This is an optimization exercise on Yosys and OpenROAD, whose aim is small area, not a production implementation. The RTL was checked by simulation tests, not by an equivalence proof against the original design. Power is estimated from default activity; no workload was simulated.

**design/flow/run.sh**
```bash
#!/bin/bash
# synth_recipe.tcl (not shown) runs the flow's synth.tcl, then flattens the netlist and writes it again
# the make line also repeats each setting of config.mk as NAME=value (left out here)
make -C /OpenROAD-flow-scripts/flow DESIGN_CONFIG=/design/flow/config.mk WORK_HOME=/design/flow/orfs CLKGATE_MAP_FILE= SYNTH_SCRIPT=/design/flow/synth_recipe.tcl finish
```
**design/flow/config.mk**
```make
export PLATFORM = sky130hd
export DESIGN_NAME = proc_top
export DESIGN_NICKNAME = proc_top
export VERILOG_FILES = /design/flow/design.v
export SDC_FILE = /design/flow/constraint.sdc
export NUM_CORES = 4
export LEC_CHECK = 0
export CAP_MARGIN = 20
export CORE_MARGIN = 2
export CORE_UTILIZATION = 40
export SLEW_MARGIN = 20
```
**design/flow/constraint.sdc**
```tcl
create_clock -name core_clock -period 10.0 [get_ports {clk}]
set_input_delay 2.0000 -clock core_clock [delete_from_list [all_inputs] [get_ports {clk}]]
set_output_delay 2.0000 -clock core_clock [all_outputs]
set_load 0.01 [all_outputs]
```
**design/flow/design.v**
```verilog
`timescale 1ns/1ps
module proc_top (
  input  logic        clk,
  input  logic        reset,
  output logic [31:0] imem_addr_o,
  input  logic [31:0] imem_data_i,
  input  logic [31:0] mngr2proc_data_i,
  input  logic        mngr2proc_val_i,
  output logic        mngr2proc_rdy_o,
  output logic [31:0] proc2mngr_data_o,
  output logic        proc2mngr_val_o,
  input  logic        proc2mngr_rdy_i
);
  logic [4:0]  ph;
  logic        st_init;    
  logic        st_br;      
  logic        run_q;      
  logic [31:0] ir;
  logic [31:0] pc;
  logic        c_q;        
  logic        cp_q;       
  logic        ne_q;       
  logic [31:0] out_q;
  logic        out_v;
  wire ph0  = (ph == 5'd0);
  wire ph31 = (ph == 5'd31);
  wire exec = !st_init && !st_br;
  wire is_alu  = !ir[6];
  wire is_r    = !ir[6] &&  ir[5];
  wire is_i    = !ir[6] && !ir[5];
  wire is_b    =  ir[6] && !ir[4] && !ir[2];
  wire is_j    =  ir[6] &&  ir[2];
  wire is_csr  =  ir[6] &&  ir[4] && !ir[2];
  wire is_csrr =  is_csr &&  ir[13];
  wire is_csrw =  is_csr && !ir[13];
  wire is_sub  =  is_r && ir[30];
  wire [4:0] rd  = ir[11:7];
  wire [4:0] rs1 = ir[19:15];
  wire [4:0] rs2 = ir[24:20];
  logic immb;
  always_comb begin
    if (ph == 5'd0)       immb = is_i && ir[20];
    else if (ph <= 5'd4)  immb = is_b ? ir[5'd7 + ph] : ir[5'd20 + ph];
    else if (ph <= 5'd10) immb = ir[5'd20 + ph];
    else if (ph == 5'd11) immb = is_i ? ir[31] : (is_b ? ir[7] : ir[20]);
    else if (ph <= 5'd19) immb = is_j ? ir[ph] : ir[31];
    else                  immb = ir[31];
  end
  logic [31:0] rf0;
  logic        res;
  logic        wen;
  assign rf0[0] = 1'b0;
  genvar gi;
  generate
    for (gi = 1; gi < 32; gi = gi + 1) begin : g_rf
      logic [31:0] r;
      always_ff @(posedge clk) begin
        r <= {(wen && rd == gi) ? res : r[0], r[31:1]};
      end
      assign rf0[gi] = r[0];
    end
  endgenerate
  wire a    = rf0[rs1];
  wire b2   = rf0[rs2];
  wire inb  = mngr2proc_data_i[ph];
  wire pcb  = pc[0];
  wire four = (ph == 5'd2);
  wire cond = !(is_csrr && !mngr2proc_val_i) && !(is_csrw && out_v && !proc2mngr_rdy_i);
  wire run  = ph0 ? cond : run_q;
  wire opa  = is_j ? pcb : a;
  wire opb  = is_r ? b2 : (is_i ? immb : four);
  wire opbx = opb ^ is_sub;
  wire cin  = ph0 ? is_sub : c_q;
  wire sum  = opa ^ opbx ^ cin;
  wire cout = (opa & opbx) | (cin & (opa ^ opbx));
  always_comb begin
    if (is_csr)                res = inb;
    else if (is_alu && ir[14]) res = ir[13] ? (ir[12] ? (opa & opb) : (opa | opb)) : (opa ^ opb);
    else                       res = sum;
  end
  assign wen = exec && run && (is_alu || is_j || is_csrr);
  wire pupd  = (exec && run && !is_b) || st_br;
  wire pop   = (exec ? is_j : ne_q) ? immb : four;
  wire cpin  = !ph0 && cp_q;
  wire pc_in = st_init ? (ph == 5'd9) : (pupd ? (pcb ^ pop ^ cpin) : pcb);
  wire cpout = (pcb & pop) | (cpin & (pcb ^ pop));
  assign imem_addr_o = {pc_in, pc[31:1]};
  wire ir_ld = ph31 && (st_init || st_br || (exec && run && !is_b));
  always_ff @(posedge clk) begin
    pc   <= {pc_in, pc[31:1]};
    c_q  <= cout;
    cp_q <= cpout;
    if (!st_br) ne_q <= (!ph0 && ne_q) | (a ^ b2);
    run_q <= run;
    if (ir_ld) ir <= imem_data_i;
  end
  always_ff @(posedge clk) begin
    if (reset) begin
      ph      <= 5'd0;
      st_init <= 1'b1;
      st_br   <= 1'b0;
    end else begin
      ph <= ph + 5'd1;
      if (ph31) begin
        st_init <= 1'b0;
        st_br   <= exec && is_b;
      end
    end
  end
  wire out_sh = exec && run && is_csrw;
  always_ff @(posedge clk) begin
    if (out_sh) out_q <= {a, out_q[31:1]};
  end
  always_ff @(posedge clk) begin
    if (reset) out_v <= 1'b0;
    else       out_v <= (out_sh && ph31) || (out_v && !proc2mngr_rdy_i);
  end
  assign proc2mngr_data_o = out_q;
  assign proc2mngr_val_o  = out_v;
  assign mngr2proc_rdy_o  = exec && is_csrr && run_q && ph31;
endmodule
```
==> results.txt, run 1 <==
post-CTS setup buffer count 0; die height 258 um; Pwr Total 0.00824 W; Root Buffer clkbuf_16; Final Max Slew Viols 0; part of the cycle the worst path needs 81.9%; most frequent cells in the layout dfxtp_1 (1,034), clkdlybuf4s50_1 (133), clkbuf_16 (105); initial antenna violation count 1; final net count 1,743; Power Density 263 nW/um2; Vias/cell 4.16; Tot GR Track Use 11.7%; initial core utilization 40.3%; max_cap viols 0; final wirelength 38,500 um; Post-synth EDFFs 65; final hold slack 308 ps; H-Tree Level Count 3; vias in the first global route 10,800; Clock transition at path regs 70 ps; routed vias 10,800; CP max stage delay 990 ps; Post-Syn Nets 1,538; Buf/Inv on CP 2; Max FO, Critical Path 24; synth warn 1; final setup vio count 0; Synth Instances 1,456; Setup crit end kind primary output; Lkg Pwr 12.2 nW; total CTS buffers 98; Clock Sink Count 1,100; antenna-violating nets left 0; critical path, cell by cell clkinv_1 > ha_1 > mux4_2 > and3_1 > a2111oi_0 > o21a_1 > a211oi_2 > nor2_1 > o31ai_1 > fa_1 > mux2i_1 > o21ai_0 > clkdlybuf4s50_1; CP top delay family adder cells; first-pass GRT wire length 60,300 um; port buffer count 133; Final Hold Vio Count 0; slew margin rel. 31.9%; Area after DPL 28,000 um2; die area 66,600 um2; status complete, no violations; Peak VDD IR 0.148 mV; largest net degree at the start of global routing 43; clock latency (worst-skew pair) 650 ps; # IOs 134; fraction of registers with async set/reset 0%; Setup TNS Final 0 ps; min cycle time layout 8190 ps; fmax 122 MHz; Worst Path Required 8000 ps; CTS Hold Buffers Added 0; Syn-to-layout area delta 21.6%; worst setup path class register to primary output; syn avg cell area 17.7 um2; most common cell after layout, fill and taps aside dfxtp_1; Post-route DRC 0; HPWL after DPL 23,300 um; RSZ-0062 raised after global routing false; Mapped Area 25,800 um2; drt first pass iters 5; Final Cell Area 31,400 um2; Slew @ Worst Pin 1020 ps; CTS resizes 0; Worst EP arrival 6190 ps; clock tree from TritonCTS done; First DRT Iteration DRCs 598; total core area 64,100 um2; Placement Rows 93; CP max stage cell dfxtp_1; Overflow after GRT 0; Synth cell types 66; clk_skew 25.8 ps; final RePlAce weighted congestion 0.775; fill cell count 5,306; layout cell share with drive strength beyond 1 15.0%; Die X 258 um; Wirelength per Cell 14.8 um; Critical Path Start Type register; deepest clock path buffer count 3; ys flop type dfxtp_1; sequential share of the synthesized area 87.8%; Hold Path Class register to register; post-synthesis register bit count 1,100; Layout Utilization 49.0%
-- sequential cells by signal, summed over array words and instances (netlist names) --
register and count:
g_rf.r 992, ir 32, out_q 32, pc 32, ph 5, c_q 1, cp_q 1, ne_q 1
out_v 1, run_q 1, st_br 1, st_init 1
-- final timing paths --
| check | start | end | slack (ps) | cells past startpoint |
|---|---|---|---|---|
| worst min register to register | g_rf[12].r[4] | g_rf[12].r[3] | 310 | 0 |
| worst min-delay path | g_rf[12].r[4] | g_rf[12].r[3] | 310 | 0 |
| worst max-delay path | ph[1] | imem_addr_o[31] | 1810 | 13 |
| worst max register to register | ph[1] | g_rf[11].r[31] | 4320 | 14 |
-- final cells by class --
type	instances	area, um2	area share (%)
Sequential cell	1100	22700	72.2
Clock buffer	141	2910	9.28
Multi-Input combinational cell	309	2880	9.19
Timing Repair Buffer	138	1370	4.36
Tap cell	855	1070	3.41
Clock inverter	39	423	1.35
Inverter	14	52.6	0.167
Antenna cell	1	2.50	0.00797
-- metrics by stage --
stage                     setup WS [ps]  cells
after floorplan                    3570   1456
after global placement             2310   2416
after detailed placement           2450   2416
after CTS                          1700   2596
after global routing               1270   2596
final                              1810   2597
-- routing by layer --
layer / global-route usage, % / wire length, um / up-vias
li1: - / - / 5269
met4: 5.30 / 933 / 0
met2: 17.2 / 16600 / 269
met3: 3.18 / 2250 / 63
met5: 0 / 0 / -
met1: 16.2 / 18700 / 5204
-- worst reg2reg max path: cells and delay by family (launching register included) --
family,cells,cell delay [ps]
AOI/OAI and AO/OA,7,1430
adders and majority gates,2,1170
DFF,1,990
buffers and inverters,2,930
muxes,2,850
and+or+nand+nor,1,200
-- cells by family after synthesis --
kind of cell               share of synthesized area (%)
DFF                                                 87.8
and+or+nand+nor                                     2.46
muxes                                               5.83
AOI/OAI and AO/OA                                   1.90
buffers and inverters                               1.04
adders and majority gates                          0.737
xor gates and xnor gates                           0.204
-- where the power goes --
| part | total [W] | switching [W] | internal (W) |
|---|---|---|---|
| registers | 0.00443 | 0.00000456 | 0.00442 |
| logic | 0.000109 | 0.0000472 | 0.0000614 |
| clock network | 0.00370 | 0.00153 | 0.00217 |
| total | 0.00824 | 0.00158 | 0.00666 |
-- cell usage after synthesis, types with 4 or more instances --
master	n	area (um2)
buf_6	7	78.8
nand2b_1	4	25.0
o22ai_1	4	25.0
mux2_2	44	495
nand3b_1	5	37.5
edfxtp_1	65	1950
a21oi_1	12	60.1
nand3_1	7	35.0
mux2i_1	6	60.1
buf_2	5	25.0
o21ai_0	6	30.0
xnor2_1	5	43.8
buf_4	6	45.0
and2_1	4	25.0
and3_1	6	37.5
mux4_2	36	811
nor2_1	39	146
nand2_1	29	109
ha_1	12	150
o211ai_1	7	52.6
inv_1	11	41.3
nor3_1	14	70.1
clkbuf_1	14	52.6
dfxtp_1	1035	20700
mux2_4	5	75.1
nor2b_1	9	56.3
==> inputs of run 2 (changes only) <==
--- a/design/flow/config.mk
+++ b/design/flow/config.mk
@@ -8,4 +8,6 @@
 export CAP_MARGIN = 20
 export CORE_MARGIN = 2
-export CORE_UTILIZATION = 40
+export CORE_UTILIZATION = 70
+export CTS_BUF_LIST = sky130_fd_sc_hd__clkbuf_8
+export PLACE_DENSITY = 0.8
 export SLEW_MARGIN = 20
==> run 2 against run 1 <==
Non-clock buffer count increased by 1. Clock power decreased by 8.9%. Flip-flop and latch count unchanged. Die area decreased by 42%. Sequential share of layout area increased by 1.8 points. Final cell count decreased by 12%. Area after synthesis unchanged. Core utilization increased by 35 points. Fmax increased by 7.0%. Clock skew increased by 11 ps. Critical path type unchanged. Critical endpoint unchanged. Largest cell class unchanged. Largest power group unchanged.
==> results.txt, run 2 <==
status complete, no violations; Power Density 258 nW/um2 (-1.6%); first-pass GRT wire length 73,400 um (+22%); deepest clock path buffer count 3 (unchanged); layout cell share with drive strength beyond 1 17.5% (+2.5 points); clk_skew 36.9 ps (+11.2 ps); Clock Sink Count 1,100 (unchanged); Critical Path Start Type register; CTS Hold Buffers Added 0 (unchanged); routed vias 11,600 (+7.7%); HPWL after DPL 26,900 um (+16%); Synth area leaders dfxtp_1 (80%), edfxtp_1 (7.6%), mux4_2 (3.1%); Slew @ Worst Pin 956 ps (-64.0 ps); final hold slack 304 ps (-3.86 ps); Wirelength per Cell 20.7 um (+40%); Post-route DRC 0 (unchanged); synth warn 1 (unchanged); die area 38,400 um2 (-42%); H-Tree Level Count 4 (+1); final net count 1,794 (+2.9%); Worst EP arrival 5650 ps (-540 ps); sequential share of the synthesized area 87.8% (unchanged); # IOs 134 (unchanged); Setup TNS Final 0 ps (unchanged); worst setup path endpoint imem_addr_o[31]; First DRT Iteration DRCs 845 (+41%); fill cell count 1,380 (-74%); Overflow after GRT 0 (unchanged); largest net degree at the start of global routing 43 (unchanged); post-synthesis register bit count 1,100 (unchanged); ys flop type dfxtp_1; Peak VDD IR 0.214 mV (+44%); final cell count without fillers 2,295 (-12%); die height 196 um (-24%); Lkg Pwr 12.3 nW (+0.74%); Clock transition at path regs 110 ps (+40 ps); r2r startpoint ph[1]; part of the cycle the worst path needs 76.5% (-5.4 points); clock latency (worst-skew pair) 740 ps (+90 ps); min cycle time layout 7650 ps (-539 ps); Placement Rows 70 (-25%); Synth Instances 1,456 (unchanged); vias in the first global route 12,800 (+18%); final setup vio count 0 (unchanged); Placed Cells 2,030 (-16%); most common cell after layout, fill and taps aside dfxtp_1; antenna-violating nets left 0 (unchanged); Mapped Area 25,800 um2 (unchanged); area share of the largest cell type after synthesis 80.3% (unchanged); cell depth of the worst min-delay path 0 (unchanged); worst r2r path cells 15 (+1); Die X 196 um (-24%); slew margin rel. 36.2% (+4.3 points); Final Hold Vio Count 0 (unchanged); Register-to-Register Setup Slack 4910 ps (+590 ps); Tot GR Track Use 25.8% (+14 points); RSZ-0062 raised after global routing false; Root Buffer clkbuf_8; Biggest register g_rf.r; fraction of registers with async set/reset 0% (unchanged); initial antenna violation count 2 (+1); Post-synth EDFFs 65 (unchanged); CTS resizes 0 (unchanged); clock tree from TritonCTS done; drt first pass iters 5 (unchanged); post-CTS setup buffer count 0 (unchanged); Pwr Total 0.00791 W (-4.0%); initial core utilization 70.9% (+31 points); most frequent cells in the layout dfxtp_1 (1,034), clkbuf_8 (188), clkdlybuf4s50_1 (133); max_cap viols 0 (unchanged); largest area contributor in the netlist dfxtp_1; Layout Utilization 84.0% (+35 points); port buffer count 133 (unchanged); max reg flops 992 (unchanged); Syn-to-layout area delta 18.6%; total CTS buffers 148 (+51%); Vias/cell 5.07 (+22%); final RePlAce weighted congestion 0.793 (+2.3%); Max FO, Critical Path 24 (unchanged); final wirelength 47,600 um (+24%); Final Max Slew Viols 0 (unchanged); Worst Path Required 8000 ps (about the same); CP startpoint ph[1]; syn avg cell area 17.7 um2 (unchanged); worst setup path class register to primary output; total core area 36,400 um2 (-43%); fmax 131 MHz (+7.0%); Hold Path Class register to register; Synth cell types 66 (unchanged); capturing point of the worst reg2reg path g_rf[27].r[31]; count leader, synth dfxtp_1; Setup crit end kind primary output; top cells by count, synth dfxtp_1 (1,035), edfxtp_1 (65), mux2_2 (44); Post-Syn Nets 1,538 (unchanged)
## run 2: cell counts after synthesis
Identical to the previous run, type by type.
## run 2: logic make-up (layout without fill, tap and decap cells)
| logic type | after synthesis | in the layout | synth area share (%) |
|---|---|---|---|
| flip-flops | 1100 | 1100 | 87.8 |
| multiplexers | 94 | 94 | 5.83 |
| AO/OA/AOI/OAI | 65 | 65 | 1.90 |
| AND/OR/NAND/NOR | 130 | 130 | 2.46 |
| other | 0 | 1 | 0 |
| XOR/XNOR | 6 | 6 | 0.204 |
| adder cells (fa/ha/maj) | 14 | 14 | 0.737 |
| buffers and inverters | 47 | 417 | 1.04 |
## run 2: cell type report
class	instances	area (um2)	share of cell area, %
clock buffer	188	2590	8.45
clock inverter	76	447	1.46
multi-input combinational	309	2880	9.42
antenna	1	2.50	0.00818
tap	468	586	1.91
sequential	1100	22700	74.1
timing repair buffer	139	1380	4.50
inverter	14	52.6	0.172
## run 2: routing by layer
metal	share of wire, %	global-route usage, %	up-vias
li1	-	-	5376
met1	42	32.6	5643
met2	48	41.8	478
met3	6.2	6.67	136
met4	3.8	13.2	0
met5	0	0	-
## run 2: power by group
group	switching, W	internal, W
clock network	0.00161	0.00176
logic	0.0000507	0.0000618
registers	0.00000103	0.00442
total	0.00167	0.00624
## run 2: worst min path at each step
stage / slack (ps) / endpoint / start
6_report: 300 / g_rf[7].r[18] / g_rf[7].r[19]
5_1_grt: 300 / g_rf[16].r[17] / g_rf[16].r[18]
4_1_cts: 310 / g_rf[16].r[17] / g_rf[16].r[18]
3_5_place_dp: 310 / g_rf[27].r[28] / g_rf[27].r[29]
3_3_place_gp: 310 / g_rf[2].r[15] / g_rf[2].r[16]
2_1_floorplan: 310 / g_rf[10].r[0] / g_rf[10].r[1]
## run 2: stage by stage
stage	cell area [um2]	setup slack [ps]
2_1_floorplan	25800	3570
3_3_place_gp	27600	3100
3_5_place_dp	27600	3000
4_1_cts	30600	2210
5_1_grt	30600	1990
6_report	30600	2350
## run 2: critical path: stages (launching register included)
cell and delay [ps]:
dfxtp_1 320, buf_4 300, clkinv_1 370, ha_1 710
mux4_2 550, and3_1 180, a2111oi_0 440, o21a_1 210
a211oi_2 50, nor2_1 160, o31ai_1 120, fa_1 510
mux2i_1 70, o21ai_0 340, clkdlybuf4s50_1 620
==> inputs of run 3 (changes only) <==
--- a/design/flow/config.mk
+++ b/design/flow/config.mk
@@ -9,5 +9,5 @@
 export CORE_MARGIN = 2
 export CORE_UTILIZATION = 70
-export CTS_BUF_LIST = sky130_fd_sc_hd__clkbuf_8
+export CTS_BUF_LIST = sky130_fd_sc_hd__clkbuf_4
 export PLACE_DENSITY = 0.8
 export SLEW_MARGIN = 20
==> run 3 against run 2 <==
Synthesized cell count is the same. Still clean on timing, DRC and antenna. Sequential share of layout area is 0.20 points higher. Fmax down 3.2%. Core utilization is 0.23 points lower. Clock power shrank 1%. Via count up 5.8%. Highest routed layer unchanged. Largest power group unchanged.
==> results.txt, run 3 <==
worst setup path class register to primary output; Placed Cells 2,030 (unchanged); Root Buffer clkbuf_4; Power Density 257 nW/um2 (-0.37%); part of the cycle the worst path needs 79.0% (+2.5 points); drt first pass iters 5 (unchanged); most common cell after layout, fill and taps aside dfxtp_1; met3 Usage GRT 8.68% (+2.0 points); CP max stage cell ha_1; Syn-to-layout area delta 18.2%; largest area contributor in the netlist dfxtp_1; deepest clock path buffer count 3 (unchanged); routed vias 12,300 (+5.8%); Overflow after GRT 0 (unchanged); syn avg cell area 17.7 um2 (unchanged); ys flop type dfxtp_1; post-synthesis register bit count 1,100 (unchanged); CTS resizes 0 (unchanged); max_cap viols 0 (unchanged); area share of the largest cell type after synthesis 80.3% (unchanged); initial core utilization 70.9% (unchanged); post-CTS setup buffer count 0 (unchanged); fmax 127 MHz (-3.2%); Peak VDD IR 0.236 mV (+10%); Setup TNS Final 0 ps (unchanged); Worst Path Required 8000 ps (about the same); clock tree from TritonCTS done; layout cell share with drive strength beyond 1 23.1% (+5.5 points); Lkg Pwr 12.3 nW (about the same); min cycle time layout 7900 ps (+253 ps); die height 196 um (unchanged); top cells by count, synth dfxtp_1 (1,035), edfxtp_1 (65), mux2_2 (44); First DRT Iteration DRCs 793 (-6.2%); Synth cell types 66 (unchanged); RSZ-0062 raised after global routing false; Placement Rows 70 (unchanged); Tot GR Track Use 27.2% (+1.3 points); initial antenna violation count 4 (+2); Final Hold Vio Count 0 (unchanged); Final WS setup 2100 ps (-253 ps); # IOs 134 (unchanged); final RePlAce weighted congestion 0.793 (unchanged); pre-CTS WS 3000 ps (unchanged); die area 38,400 um2 (unchanged); clock latency (worst-skew pair) 950 ps (+210 ps); Worst EP arrival 5900 ps (+250 ps); Synth Instances 1,456 (unchanged); total CTS buffers 227 (+53%); slew margin rel. 37.4% (+1.2 points); critical path, cell by cell buf_4 > clkinv_1 > ha_1 > mux4_2 > and3_1 > a2111oi_0 > o21a_1 > a211oi_2 > nor2_1 > o31ai_1 > fa_1 > mux2i_1 > o21ai_0 > clkdlybuf4s50_1; first-pass GRT wire length 77,400 um (+5.5%); Critical Path Start Type register; CTS Hold Buffers Added 0 (unchanged); Slew @ Worst Pin 939 ps (-17.5 ps); final wirelength 50,200 um (+5.5%); vias in the first global route 13,800 (+8.1%); Post-Syn Nets 1,538 (unchanged); port buffer count 133 (unchanged); Synth area leaders dfxtp_1 (80%), edfxtp_1 (7.6%), mux4_2 (3.1%); status complete, no violations; CP max stage delay 710 ps (about the same); sequential share of the synthesized area 87.8% (unchanged); Biggest register g_rf.r; clk_skew 75.3 ps (+38.3 ps); busiest grt layer met2; Clock Sink Count 1,100 (unchanged); H-Tree Level Count 4 (unchanged); count leader, synth dfxtp_1; final setup vio count 0 (unchanged); antenna-violating nets left 0 (unchanged); Clock transition at path regs 80 ps (-30 ps); most frequent cells in the layout dfxtp_1 (1,034), clkbuf_4 (327), clkdlybuf4s50_1 (133); Setup crit end kind primary output; routing usage on met2 44.5% (+2.7 points); Mapped Area 25,800 um2 (unchanged); max reg flops 992 (unchanged); fraction of registers with async set/reset 0% (unchanged); largest net degree at the start of global routing 43 (unchanged); final net count 1,873 (+4.4%); Post-route DRC 0 (unchanged); total core area 36,400 um2 (unchanged); synth warn 1 (unchanged); Vias/cell 5.06 (about the same); Max FO, Critical Path 24 (unchanged); GR Util met1 32.7% (+0.11 points); Post-synth EDFFs 65 (unchanged); Wirelength per Cell 20.7 um (-0.37%); HPWL after DPL 26,900 um (unchanged); Die X 196 um (unchanged); Hold Path Class register to register; final cell count without fillers 2,430 (+5.9%); Final Max Slew Viols 0 (unchanged)
-- run 3: cell counts after synthesis --
No cell type changed its count.
-- run 3: stage by stage --
stage / hold slack [ps] / power (W) / area, um2 / utilization (%)
2_1_floorplan: 310 / 0.00459 / 25800 / -
3_3_place_gp: 310 / 0.00463 / 27600 / 75.7
3_5_place_dp: 312 / 0.00463 / 27600 / 75.7
4_1_cts: 259 / 0.00794 / 30500 / 83.8
5_1_grt: 268 / 0.00813 / 30500 / 83.8
6_report: 260 / 0.00786 / 30500 / 83.8
-- run 3: cells by family (layout without fill, tap and decap cells) --
family                     Yosys count  count (layout)  share of synthesized area [%]
muxes                               94              94                           5.83
AOI/OAI and AO/OA                   65              65                           1.90
buffers and inverters               47             551                           1.04
xor gates and xnor gates             6               6                          0.204
DFF                               1100            1100                           87.8
adders and majority gates           14              14                          0.737
other                                0               2                              0
and+or+nand+nor                    130             130                           2.46
-- run 3: worst paths after layout --
| check | startpoint | endpoint | slack [ps] | cells past startpoint |
|---|---|---|---|---|
| min | g_rf[23].r[18] | g_rf[23].r[17] | 260 | 0 |
| max reg2reg | ph[1] | g_rf[13].r[31] | 4750 | 15 |
| max | ph[1] | imem_addr_o[31] | 2100 | 14 |
| min reg2reg | g_rf[23].r[18] | g_rf[23].r[17] | 260 | 0 |
-- run 3: layout make-up --
class                           count  area [um2]
Sequential cell                  1100       22700
Fill cell                        1558        5910
Multi-Input combinational cell    309        2880
Clock buffer                      327        2450
Timing Repair Buffer              139        1380
Tap cell                          468         586
Clock inverter                     71         493
Inverter                           14        52.6
Antenna cell                        2        5.00
-- run 3: routing by layer --
| layer | vias to the layer above | wire (um) | part of all wire (%) |
|---|---|---|---|
| li1 | 5633 | - | - |
| met5 | - | 0 | 0 |
| met1 | 5949 | 20100 | 40 |
| met2 | 571 | 24600 | 49 |
| met3 | 152 | 3690 | 7.3 |
| met4 | 0 | 1880 | 3.8 |
-- run 3: worst max-delay path: cells and delay by family, from the launching register on --
| family | cells | cell delay [ps] |
|---|---|---|
| multiplexers | 2 | 630 |
| buffers and inverters | 3 | 1280 |
| AO/OA/AOI/OAI | 5 | 1170 |
| adder cells (fa/ha/maj) | 2 | 1220 |
| AND/OR/NAND/NOR | 2 | 340 |
| flip-flops | 1 | 310 |
-- run 3: report_power, final --
part	switching (W)	internal (W)	leakage (nW)
Clock	0.00166	0.00167	1.74
Sequential	0.000000986	0.00442	8.92
Combinational	0.0000510	0.0000617	1.60

==> port drivers added, routing unchanged <==
The flow's constraints put no driver on any port. The routed layouts listed below were extracted and timed again, unchanged, in two steps.
Step 1: set_driving_cell puts a clkbuf_16 on clk and a buf_2 on each other input, an assumption about the parent block.
Step 2, shift: input delay + t, output delay - t, t = (earliest + latest rising clock arrival at the registers) / 2. This alone moves slack from input paths to output paths.
Three values: ideal ports, drivers, drivers and shift; two values: the first two.
| run | shift t [ns] | slack for setup (ns) | worst data-port slew with drivers (ns) |
|---|---|---|---|
| run 1 | 0.695 | 1.813 / 1.754 / 2.449 | 0.06 |
| run 2 | 0.768 | 2.352 / 2.301 / 3.069 | 0.06 |
| run 3 | 0.958 | 2.099 / 2.046 / 3.004 | 0.06 |
After both steps every run listed still meets setup and hold.
